Background: an optimization exercise with open tools, aiming at small area. Do not read the settings as production practice. Function was checked by simulation only, so behaviour that the tests miss may differ from the original. No activity file was given, so power comes from the tool's default toggle rates.

## flow/design.v

```verilog
package rvvi_trace_pkg;
    function automatic integer rec_w(input int ilen, input int xlen);
        rec_w = 4 * xlen + ilen + 39;
    endfunction
    localparam int X_WDATA_LSB = 0;
    function automatic integer x_wb_lsb(input int xlen);
        x_wb_lsb = xlen;
    endfunction
    function automatic integer mode_lsb(input int xlen);
        mode_lsb = xlen + 32;
    endfunction
    function automatic integer halt_lsb(input int xlen);
        halt_lsb = xlen + 34;
    endfunction
    function automatic integer trap_lsb(input int xlen);
        trap_lsb = xlen + 35;
    endfunction
    function automatic integer isize_lsb(input int xlen);
        isize_lsb = xlen + 36;
    endfunction
    function automatic integer insn_lsb(input int xlen);
        insn_lsb = xlen + 39;
    endfunction
    function automatic integer pc_wdata_lsb(input int ilen, input int xlen);
        pc_wdata_lsb = xlen + 39 + ilen;
    endfunction
    function automatic integer pc_rdata_lsb(input int ilen, input int xlen);
        pc_rdata_lsb = 2 * xlen + 39 + ilen;
    endfunction
    function automatic integer order_lsb(input int ilen, input int xlen);
        order_lsb = 3 * xlen + 39 + ilen;
    endfunction
    function automatic integer hart_w(input int nhart);
        hart_w = (nhart > 1) ? $clog2(nhart) : 1;
    endfunction
endpackage
module rvvi_retire_hart_fifo
#(
    parameter int ILEN  = 32,
    parameter int XLEN  = 32,
    parameter int NRET  = 2,
    parameter int DEPTH = 8
) (
    input  logic                                                 clk,
    input  logic                                                 rst_n,
    input  logic                                                 clr_err,
    input  logic [NRET-1:0]                                      ret_valid,
    input  logic [NRET*rvvi_trace_pkg::rec_w(ILEN, XLEN)-1:0]    ret_rec,
    input  logic                                                 pop,
    input  logic [DEPTH-1:0]                                     rd_oh,       
    output logic [$clog2(DEPTH)-1:0]                             rd_ptr_n,    
    output logic                                                 elig_n,      
    output logic [rvvi_trace_pkg::rec_w(ILEN, XLEN)-1:0]         head,
    output logic                                                 ovf,
    output logic                                                 order_err
);
    localparam int REC_W     = rvvi_trace_pkg::rec_w(ILEN, XLEN);
    localparam int ORDER_LSB = rvvi_trace_pkg::order_lsb(ILEN, XLEN);
    localparam int PW        = $clog2(DEPTH);
    localparam int CW        = $clog2(DEPTH + 1);
    logic [REC_W-1:0] r_mem [DEPTH];
    logic [PW-1:0]    r_wr_ptr;
    logic [PW-1:0]    r_rd_ptr;
    logic [CW-1:0]    r_count;
    logic             r_synced;
    logic [XLEN-1:0]  r_last;        
    logic             r_ovf;
    logic             r_order_err;
    logic             v0, v1;
    logic [REC_W-1:0] rec0, rec1;
    logic [XLEN-1:0]  o0, o1;
    logic             w_accept;
    logic             w_drop;
    logic             w_syn;
    logic             w_gap;
    logic [PW-1:0]    w_wp1;
    logic [DEPTH-1:0] w_we;
    logic [REC_W-1:0] w_d_even, w_d_odd;
    logic             w_s0_even, w_s1_even, w_s0_odd, w_s1_odd;
    logic [CW-1:0]    w_count_n;
    assign v0   = ret_valid[0];
    assign v1   = ret_valid[1];
    assign rec0 = ret_rec[0 +: REC_W];
    assign rec1 = ret_rec[REC_W +: REC_W];
    assign o0   = rec0[ORDER_LSB +: XLEN];
    assign o1   = rec1[ORDER_LSB +: XLEN];
    assign w_accept = (v0 || v1) && ((v0 && v1) ? (r_count <= CW'(DEPTH - 2)) : (r_count != CW'(DEPTH)));
    assign w_drop   = (v0 || v1) && !w_accept;
    assign w_syn = r_synced && !clr_err;
    assign w_gap = w_accept && ((w_syn && ((v0 ? o0 : o1) != r_last + XLEN'(1))) ||
                                (v0 && v1 && (o1 != o0 + XLEN'(1))));
    assign w_wp1 = r_wr_ptr + PW'(v0);
    for (genvar i = 0; i < DEPTH; i++) begin : g_we
        assign w_we[i] = w_accept && ((v0 && r_wr_ptr == PW'(i)) || (v1 && w_wp1 == PW'(i)));
    end
    assign w_s0_even = v0 && !r_wr_ptr[0];
    assign w_s1_even = v1 && (v0 ? r_wr_ptr[0] : !r_wr_ptr[0]);
    assign w_s0_odd  = v0 && r_wr_ptr[0];
    assign w_s1_odd  = v1 && (v0 ? !r_wr_ptr[0] : r_wr_ptr[0]);
    assign w_d_even  = ({REC_W{w_s0_even}} & rec0) | ({REC_W{w_s1_even}} & rec1);
    assign w_d_odd   = ({REC_W{w_s0_odd}}  & rec0) | ({REC_W{w_s1_odd}}  & rec1);
    assign w_count_n = r_count + (w_accept ? CW'(v0) + CW'(v1) : '0) - CW'(pop);
    assign rd_ptr_n  = r_rd_ptr + PW'(pop);
    assign elig_n    = (w_count_n != '0);
    always_ff @(posedge clk or negedge rst_n) begin
        if (!rst_n) begin
            r_wr_ptr    <= '0;
            r_rd_ptr    <= '0;
            r_count     <= '0;
            r_synced    <= 1'b0;
            r_ovf       <= 1'b0;
            r_order_err <= 1'b0;
        end else begin
            if (w_accept) begin
                r_wr_ptr <= r_wr_ptr + PW'(v0) + PW'(v1);
            end
            r_rd_ptr    <= rd_ptr_n;
            r_count     <= w_count_n;
            r_synced    <= w_syn || w_accept;
            r_ovf       <= !clr_err && (r_ovf || w_drop);
            r_order_err <= !clr_err && (r_order_err || w_gap);
        end
    end
    always_ff @(posedge clk) begin
        if (w_accept) begin
            r_last <= v1 ? o1 : o0;
        end
    end
    for (genvar i = 0; i < DEPTH; i++) begin : g_mem
        always_ff @(posedge clk) begin
            if (w_we[i]) begin
                r_mem[i] <= ~((i % 2 == 0) ? w_d_even : w_d_odd);
            end
        end
    end
    always_comb begin
        head = '0;
        for (int i = 0; i < DEPTH; i++) begin
            head = head | ({REC_W{rd_oh[i]}} & ~r_mem[i]);
        end
    end
    assign ovf       = r_ovf;
    assign order_err = r_order_err;
endmodule
module rvvi_retire_buffer
#(
    parameter int ILEN  = 32,
    parameter int XLEN  = 32,
    parameter int NHART = 2,
    parameter int NRET  = 2,
    parameter int DEPTH = 8
) (
    input  logic                                      clk,
    input  logic                                      rst_n,
    input  logic [NHART*NRET-1:0]                     ret_valid,
    input  logic [NHART*NRET*rvvi_trace_pkg::rec_w(ILEN, XLEN)-1:0]   ret_rec,
    output logic                                      out_valid,
    input  logic                                      out_ready,
    output logic [rvvi_trace_pkg::hart_w(NHART)-1:0]                  out_hart,
    output logic [rvvi_trace_pkg::rec_w(ILEN, XLEN)-1:0]              out_rec,
    output logic [NHART-1:0]                          ovf,
    output logic [NHART-1:0]                          order_err,
    input  logic                                      clr_err
);
    localparam int REC_W = rvvi_trace_pkg::rec_w(ILEN, XLEN);
    localparam int PW    = $clog2(DEPTH);
    logic [REC_W-1:0] w_head   [2];
    logic [PW-1:0]    w_rd_ptr_n [2];
    logic [1:0]       w_elig_n;
    logic [1:0]       w_pop;
    logic             w_rr_n;
    logic             w_hold_n;
    logic             w_arb_n;
    logic             w_sel_n;
    logic             w_valid_n;
    logic             r_rr;
    logic             r_sel;      
    logic             r_valid;    
    logic [DEPTH-1:0] r_rd_oh  [2];
    for (genvar h = 0; h < 2; h++) begin : g_hart
        rvvi_retire_hart_fifo #(
            .ILEN  (ILEN),
            .XLEN  (XLEN),
            .NRET  (NRET),
            .DEPTH (DEPTH)
        ) u_fifo (
            .clk       (clk),
            .rst_n     (rst_n),
            .clr_err   (clr_err),
            .ret_valid (ret_valid[h*NRET +: NRET]),
            .ret_rec   (ret_rec[h*NRET*REC_W +: NRET*REC_W]),
            .pop       (w_pop[h]),
            .rd_oh     (r_rd_oh[h]),
            .rd_ptr_n  (w_rd_ptr_n[h]),
            .elig_n    (w_elig_n[h]),
            .head      (w_head[h]),
            .ovf       (ovf[h]),
            .order_err (order_err[h])
        );
    end
    assign w_pop[0] = r_valid && !r_sel && out_ready;
    assign w_pop[1] = r_sel && out_ready;
    assign w_hold_n  = r_valid && !out_ready;
    assign w_rr_n    = (r_valid && out_ready) ? !r_sel : r_rr;
    assign w_arb_n   = w_elig_n[1] && (w_rr_n || !w_elig_n[0]);
    assign w_sel_n   = w_hold_n ? r_sel : w_arb_n;
    assign w_valid_n = |w_elig_n;
    always_ff @(posedge clk or negedge rst_n) begin
        if (!rst_n) begin
            r_rr       <= 1'b0;
            r_sel      <= 1'b0;
            r_valid    <= 1'b0;
            r_rd_oh[0] <= '0;
            r_rd_oh[1] <= '0;
        end else begin
            r_rr    <= w_rr_n;
            r_sel   <= w_sel_n;
            r_valid <= w_valid_n;
            for (int i = 0; i < DEPTH; i++) begin
                r_rd_oh[0][i] <= w_valid_n && !w_sel_n && (w_rd_ptr_n[0] == PW'(i));
                r_rd_oh[1][i] <= w_sel_n && (w_rd_ptr_n[1] == PW'(i));
            end
        end
    end
    assign out_valid = r_valid;
    assign out_hart  = r_sel;
    assign out_rec   = w_head[0] | w_head[1];
endmodule
```

## flow/flow/run.sh

```bash
#!/bin/bash
# Standard ORFS layout; port buffers use the smallest buffer, CTS uses small leaf clusters (16 sinks, 55 um) without dummy loads.
set -euo pipefail
bash standard.sh "BUFFER_PORTS_ARGS=-buffer_cell sky130_fd_sc_hd__buf_1" \
  "CTS_ARGS=-sink_clustering_enable -repair_clock_nets -dont_use_dummy_load -buf_list {sky130_fd_sc_hd__clkbuf_4 sky130_fd_sc_hd__clkbuf_8} -sink_clustering_size 16 -sink_clustering_max_diameter 55" \
  finish > standard.log 2>&1
```

## flow/standard.sh

```bash
#!/bin/bash
# synth_recipe.tcl (not shown) runs the flow's synth.tcl, then flattens the netlist and writes it again
# the make line also repeats each setting of config.mk as NAME=value (left out here)
make -C /OpenROAD-flow-scripts/flow DESIGN_CONFIG=/design/flow/config.mk WORK_HOME=/design/flow/orfs CLKGATE_MAP_FILE= SYNTH_SCRIPT=/design/flow/synth_recipe.tcl "${@:-finish}"
```

## flow/config.mk

```make
export PLATFORM = sky130hd
export DESIGN_NAME = rvvi_retire_buffer
export DESIGN_NICKNAME = rvvi_retire_buffer
export VERILOG_FILES = /design/flow/design.v
export SDC_FILE = /design/flow/constraint.sdc
export NUM_CORES = 4
export LEC_CHECK = 0
export CAP_MARGIN = 20
export CORE_MARGIN = 2
export CORE_UTILIZATION = 70
export CTS_BUF_LIST = sky130_fd_sc_hd__clkbuf_4 sky130_fd_sc_hd__clkbuf_8
export PLACE_DENSITY = 0.8
export SLEW_MARGIN = 20
```

## flow/constraint.sdc

```tcl
create_clock -name core_clock -period 7.0 [get_ports {clk}]
set_input_delay 1.4000 -clock core_clock [delete_from_list [all_inputs] [get_ports {clk}]]
set_output_delay 1.4000 -clock core_clock [all_outputs]
set_load 0.01 [all_outputs]
```

==> out/metrics.cfg, run 1 <==
[layout]
fill_cells=10390
area_delta_synth_final_pct=8.672
layout-drive-gt1-share=0.06171
fin_nets=9741
finish.utilization=0.7645
stdcell_count=11500

[setup_path]
critical_path_class=reg2out
cp.required_ps=5600
crit_slowest_cell=buf_4
cpLargestDelayFamily=buffers and inverters
crit_path_end_kind=output pin
r2r_slack_ps=2110
slowest_delay_ps=850
crit_fanout=66
worstPathCellList=inv_8 -> buf_4 -> o22ai_1 -> nor4_1 -> nand4bb_1 -> buf_1
worstPathBufferInverterCount=3
arrival_ps=4260
crit_path_start_kind=flip-flop

[clock_network]
cts-resized-gates=0
postCtsSetupBuffers=0
insertion_delay_ps=1080
cts_sinks=3293
postCtsHoldBufs=0
tritoncts.num_buffers=235
cts_tree=done
clk_pin_slew_ps=90
clk_path_buf_depth=3
h-tree-depth=4
cts_root_buf=clkbuf_8

[timing]
setup_ws_ps=1341
finalCritPeriodShare=0.8084
rsz0062_at_grt=no
skew_ps=108.8
setup_viol=0
max_slew_margin=0.1774
fmax_mhz=176.7
hold_viol_final=0
drv_slew=0
tightest_slew_ps=1234
holdWs_ps=419.8
fin_crit_ps=5659

[grt]
grt_max_degree=114
grt_overflow_total=0
grt_first_pass_wirelength_um=635700
grt_pass1_vias=89860
antenna_found_initial=137
track_usage=0.4848

[logic_synthesis]
synthTopCellsByCount=3248 x edfxtp_1, 1597 x o22ai_1, 802 x a22oi_1
synth_edf_count=3248
async_reset_ff_frac=0.01367
yosys-top-cells-area=edfxtp_1 76%, o22ai_1 7.8%, a22oi_1 4.7%, clkbuf_1 1.4%, nor2_1 1.4%
synth_cells=8064
avgSynthCellArea_um2=15.95
synth_cell_types=85
synth_seq_cells=3293
syn_nets=8906
yosysTopAreaCellShare=0.7581
synth_area_um2=128700
ys_seq_area_frac=0.7668
synth-warning-count=7
yosysMostFrequentCell=edfxtp_1
synth_top_area_cell=edfxtp_1
ys.flop_type=edfxtp_1

[placed_design]
dp_cells=11130
hpwl_um=265100
io_buffers=1008
pre_cts_ws_ps=548.1
routabilityCongestion=0.9672

[floorplan]
core_area_um2=182900
num_rows=157
die_width_um=432.7
die_area_um2=187200
start_util=0.7035
die_h_um=432.7
ios=1009

[worst_hold_path]
hold_path.class=in2async

[routing]
drc=0
firstDrtPassIters=7
drtIter0Drc=18310
wl_per_cell_um=39.72
num_vias=92200
drtAntennaViolNets=0
via_per_inst=8.016
wl_um=456800

[outcome]
status=finished clean

[power_and_ir_drop]
leakagePower_nw=41.09
worst_ir_drop_vdd_mv=0.5757
p_total_mw=64.13
power_density_nw_per_um2=458.7

[run]
drv_cap=0

-- power breakdown --
part | internal (mW) | total, mW | switching, mW
registers | 27.8 | 29.1 | 1.24
logic | 6.33 | 26.4 | 20.0
clock network | 2.98 | 8.69 | 5.71
-- routing by layer --
metal,up-vias,track usage,part of all wire
met5,-,0.007806,0.00085
met4,40,0.3632,0.091
met3,2231,0.1623,0.19
met2,11230,0.6873,0.43
met1,43650,0.6269,0.29
li1,35060,-,-
-- sequential cells by signal, indices dropped and copies added (netlist names) --
| signal | count |
|---|---|
| g_hart.u_fifo.r_mem | 3184 |
| g_hart.u_fifo.r_last | 64 |
| r_rd_oh | 16 |
| g_hart.u_fifo.r_count | 8 |
| g_hart.u_fifo.r_rd_ptr | 6 |
| g_hart.u_fifo.r_wr_ptr | 6 |
| g_hart.u_fifo.r_order_err | 2 |
| g_hart.u_fifo.r_ovf | 2 |
| g_hart.u_fifo.r_synced | 2 |
| r_rr | 1 |
| r_sel | 1 |
| r_valid | 1 |
-- cells by family (layout without fill, tap and decap cells) --
| kind of cell | after synthesis | after routing | synth area share |
|---|---|---|---|
| flops | 3293 | 3293 | 0.7668 |
| compound gates | 2584 | 2584 | 0.1348 |
| simple gates | 1177 | 1177 | 0.05218 |
| buf+inv | 674 | 1507 | 0.02012 |
| xor+xnor | 168 | 168 | 0.01154 |
| mux | 130 | 130 | 0.01069 |
| fa+ha+maj | 38 | 38 | 0.003812 |
| other cells | 0 | 141 | 0 |
-- cells in the final DEF, fill, tap and decap left out, drive strengths merged, types with 14 or more instances in the layout --
| cell | netlist | layout |
|---|---|---|
| edfxtp | 3248 | 3248 |
| o22ai | 1597 | 1597 |
| buf | 103 | 1191 |
| a22oi | 802 | 802 |
| nor2 | 472 | 472 |
| clkbuf | 495 | 240 |
| nor4 | 154 | 154 |
| diode | 0 | 141 |
| nand4bb | 129 | 129 |
| nand4 | 114 | 114 |
| xnor2 | 110 | 110 |
| nand2 | 87 | 87 |
| inv | 75 | 75 |
| mux2i | 71 | 71 |
| mux2 | 59 | 59 |
| xor2 | 57 | 57 |
| nand3 | 56 | 56 |
| dfrtp | 45 | 45 |
| nor3 | 40 | 40 |
| o21ai | 36 | 36 |
| ha | 36 | 36 |
| a21oi | 28 | 28 |
| and3 | 23 | 23 |
| and4 | 16 | 16 |
| a31oi | 15 | 15 |
| nand2b | 14 | 14 |
-- path summary, 6_finish.rpt --
| path | startpoint | end | cells past startpoint |
|---|---|---|---|
| max | r_rd_oh[0][5]$_DFF_PN0_ | out_rec[195] | 6 |
| min | rst_n | g_hart[0].u_fifo.r_rd_ptr[2]$_DFF_PN0_ | 2 |
| max reg2reg | g_hart[0].u_fifo.r_count[3]$_DFF_PN0_ | r_rd_oh[1][5]$_DFF_PN0_ | 20 |
| min reg2reg | r_rr$_DFF_PN0_ | r_rr$_DFF_PN0_ | 1 |
| max in group asynchronous | rst_n | g_hart[1].u_fifo.r_wr_ptr[0]$_DFFE_PN0P_ | 2 |
| min in group core_clock | r_rr$_DFF_PN0_ | r_rr$_DFF_PN0_ | 1 |
-- per-stage QoR --
step	TNS, ps	instance area [um^2]
after CTS	0	139500
after global routing	0	139700
after global placement	0	136100
final	0	139800
after detailed placement	0	136200
after floorplan	-4952660	128700
-- layout make-up --
class / instances / area, um^2 / area share
flip-flops and latches: 3293 / 98660 / 0.7056
clock buffers: 235 / 3234 / 0.02313
diodes: 141 / 352.8 / 0.002524
repair buffers: 1196 / 6445 / 0.04610
multi-input cells: 4097 / 27640 / 0.1977
inverters: 76 / 405.4 / 0.002899
well taps: 2464 / 3083 / 0.02205
==> inputs of run 2 (changes only) <==
==> flow/flow/run.sh (replaced) <==
#!/bin/bash
# Standard ORFS layout; port buffers use the smallest buffer, CTS uses small leaf clusters (18 sinks, 55 um) without dummy loads.
set -euo pipefail
bash standard.sh "BUFFER_PORTS_ARGS=-buffer_cell sky130_fd_sc_hd__buf_1" \
  "CTS_ARGS=-sink_clustering_enable -repair_clock_nets -dont_use_dummy_load -buf_list {sky130_fd_sc_hd__clkbuf_4 sky130_fd_sc_hd__clkbuf_8} -sink_clustering_size 18 -sink_clustering_max_diameter 55" \
  finish > standard.log 2>&1
==> out/metrics.cfg, run 2 <==
[logic_synthesis]
yosysTopAreaCellShare=0.7581  ; unchanged
ys.flop_type=edfxtp_1  ; unchanged
yosysMostFrequentCell=edfxtp_1  ; unchanged
synth_cells=8064  ; unchanged
synth_area_um2=128700  ; unchanged
synth_seq_cells=3293  ; unchanged
syn_nets=8906  ; unchanged
synthTopCellsByCount=3248 x edfxtp_1, 1597 x o22ai_1, 802 x a22oi_1  ; unchanged
async_reset_ff_frac=0.01367  ; unchanged
ys_seq_area_frac=0.7668  ; unchanged
yosys-top-cells-area=edfxtp_1 76%, o22ai_1 7.8%, a22oi_1 4.7%, clkbuf_1 1.4%, nor2_1 1.4%  ; unchanged
synth_cell_types=85  ; unchanged
synth_edf_count=3248  ; unchanged
avgSynthCellArea_um2=15.95  ; unchanged
synth_top_area_cell=edfxtp_1  ; unchanged
synth-warning-count=7  ; unchanged

[setup_path]
slowest_delay_ps=880  ; was 850 ps
worstReg2RegStart=g_hart[0].u_fifo.r_count[2]$_DFF_PN0_  ; was g_hart[0].u_fifo.r_count[3]$_DFF_PN0_
critical_path_class=reg2out  ; unchanged
arrival_ps=4280  ; was 4260 ps
crit_fanout=65  ; was 66
crit_path_end_kind=output pin  ; unchanged
crit_slowest_cell=buf_4  ; unchanged
worstPathCellList=inv_8 -> buf_4 -> o22ai_1 -> nor4_1 -> nand4bb_1 -> buf_1  ; unchanged
startpoint=r_rd_oh[0][5]$_DFF_PN0_  ; unchanged
crit_path_start_kind=flip-flop  ; unchanged
cp.required_ps=5600  ; about the same

[worst_hold_path]
hold_path.class=in2async  ; unchanged

[timing]
finalCritPeriodShare=0.8119  ; was 0.8084
max_slew_margin=0.1680  ; was 0.1774
drv_slew=0  ; unchanged
setup_viol=0  ; unchanged
rsz0062_at_grt=no  ; unchanged
finalSetupTns_ps=0  ; unchanged
tightest_slew_ps=1248  ; was 1234 ps
fmax_mhz=176.0  ; was 176.7 MHz
fin_crit_ps=5683  ; was 5659 ps
setup_ws_ps=1317  ; was 1341 ps
skew_ps=124.8  ; was 108.8 ps
hold_viol_final=0  ; unchanged
holdWs_ps=467.9  ; was 419.8 ps

[clock_network]
postCtsHoldBufs=0  ; unchanged
postCtsSetupBuffers=0  ; unchanged
cts_tree=done  ; unchanged
cts_sinks=3293  ; unchanged
cts-resized-gates=0  ; unchanged
cts_root_buf=clkbuf_8  ; unchanged
h-tree-depth=4  ; unchanged
clk_path_buf_depth=3  ; unchanged
insertion_delay_ps=1050  ; was 1080 ps
clk_pin_slew_ps=100  ; was 90 ps
tritoncts.num_buffers=216  ; was 235

[routing]
wl_met1_um=134700  ; about the same
dr_wl_met2_um=194600  ; was 194500 um
drc=0  ; unchanged
via_per_inst=8.069  ; was 8.016
drtAntennaViolNets=0  ; unchanged
drtIter0Drc=18390  ; was 18310
highest-signal-layer=met5  ; unchanged
wl_per_cell_um=39.85  ; was 39.72 um
firstDrtPassIters=9  ; was 7
wl_met3_um=86380  ; was 85810 um
num_vias=92560  ; was 92200
wl_um=457100  ; was 456800 um

[placed_design]
pre_cts_ws_ps=548.1  ; unchanged
dp_cells=11130  ; unchanged
routabilityCongestion=0.9672  ; unchanged
place_area_um2=136200  ; unchanged
io_buffers=1008  ; unchanged
hpwl_um=265100  ; unchanged

[layout]
regMostFlops=g_hart.u_fifo.r_mem  ; unchanged
stdcell_count=11470  ; was 11500
largestRegisters=g_hart.u_fifo.r_mem: 3184 flops, g_hart.u_fifo.r_last: 64 flops, r_rd_oh: 16 flops  ; unchanged
area_delta_synth_final_pct=8.445  ; was 8.672%
final_area_um2=139500  ; was 139800 um^2
largest_reg_flops=3184  ; unchanged
finish.utilization=0.7629  ; was 0.7645
layout-drive-gt1-share=0.05970  ; was 0.06171
final_cell_mix=3248 x edfxtp_1, 1597 x o22ai_1, 1003 x buf_1  ; unchanged
fin_nets=9722  ; was 9741
final_common_cell=edfxtp_1  ; unchanged

[grt]
antenna_found_initial=136  ; was 137
grt_overflow_total=0  ; unchanged
grt_pass1_vias=89960  ; was 89860
track_usage=0.4848  ; about the same
grt_first_pass_wirelength_um=635900  ; was 635700 um
grt_max_degree=114  ; unchanged

[power_and_ir_drop]
p_sw_mw=26.97  ; was 26.99 mW
clkPwrFrac=0.131  ; was 0.135
power_frac_seq=0.455  ; was 0.453
power_density_nw_per_um2=457.8  ; was 458.7 nW/um^2
netSwitchingFraction=0.4222  ; was 0.4209
internal_power_mw=36.91  ; was 37.14 mW
pwr-share-comb=0.414  ; was 0.411
leakagePower_nw=40.95  ; was 41.09 nW
worst_ir_drop_vdd_mv=0.5944  ; was 0.5757 mV
p_total_mw=63.88  ; was 64.13 mW

[run]
drv_cap=0  ; unchanged

[outcome]
status=finished clean  ; unchanged

[floorplan]
num_rows=157  ; unchanged
die_area_um2=187200  ; unchanged
ios=1009  ; unchanged
core_area_um2=182900  ; unchanged
start_util=0.7035  ; unchanged
die_h_um=432.7  ; unchanged
die_width_um=432.7  ; unchanged

run 2: final timing paths:
check                                                               to  cells after the start  slack [ps]
worst min register to register                          r_rr$_DFF_PN0_                      1         480
worst max-delay path                                      out_rec[188]                      6        1320
min in group core_clock                                 r_rr$_DFF_PN0_                      1         480
worst max register to register                 r_rd_oh[1][5]$_DFF_PN0_                     18        2050
worst min-delay path            g_hart[0].u_fifo.r_rd_ptr[1]$_DFF_PN0_                      2         470
max in group asynchronous          g_hart[0].u_fifo.r_synced$_DFF_PN0_                      2        6000
run 2: power by group through the flow:
stage	Clock (mW)	Combinational, mW	Sequential, mW
6_report	8.38	26.4	29.1
5_1_grt	8.87	26.3	29.3
3_3_place_gp	0	24.3	29.3
3_5_place_dp	0	24.8	29.4
2_1_floorplan	0	12.5	29.8
4_1_cts	8.23	24.9	29.0
run 2: critical path, delay by kind of cell (launching register included):
family	cells	cell delay, ps
buffers and inverters	3	1580
AND/OR/NAND/NOR	2	800
flip-flops	1	440
AO/OA/AOI/OAI	1	220
run 2: logic make-up after synthesis:
kind of cell             share of synthesized area
XOR/XNOR                                   0.01154
adder cells (fa/ha/maj)                   0.003812
multiplexers                               0.01069
flip-flops                                  0.7668
AO/OA/AOI/OAI                               0.1348
buffers and inverters                      0.02012
AND/OR/NAND/NOR                            0.05218
run 2: routing by layer:
layer	GRT usage	vias up
met5	0.004163	-
met4	0.3667	46
met3	0.1628	2285
met2	0.6863	11400
met1	0.6264	43820
li1	-	35020
run 2: cell type report:
class                      instances  area [um^2]
clock buffer                     216         2973
antenna                          129        322.8
fill                           10390        43360
sequential                      3293        98660
tap                             2464         3083
timing repair buffer            1196         6445
multi-input combinational       4097        27640
inverter                          76        405.4

==> re-timing with driven ports <==
The flow's constraints put no driver on any port. The routed layouts listed below were extracted and timed again, unchanged, in two steps.
Step 1 sets driving cells, clkbuf_16 on the clock port and buf_2 on the other inputs (assumed; they add their load-dependent delay and slew).
Step 2 moves the port delays by t, midway between the first and last clock arrival at a register: inputs arrive t later, outputs are due t later. That takes back most of the time a late clock gives input paths.
Three values: ideal, step 1, step 2; two values: the first two.
run	t, ns	slack for setup (ns)	hold slack, ns	worst register clock-pin slew, ns	cell pins on the clock port's net
run 1	1.118	1.341 / 1.247 / 0.581	0.420 / 0.349 / 0.486	0.11 / 0.11	1
run 2	1.083	1.317 / 1.222 / 0.530	0.468 / 0.396 / 0.483	0.12 / 0.12	1
After both steps setup and hold are still met in every run listed. For run 2, which loses most, drivers alone change the setup slack by -0.095 ns; drivers and shift together by -0.787 ns.
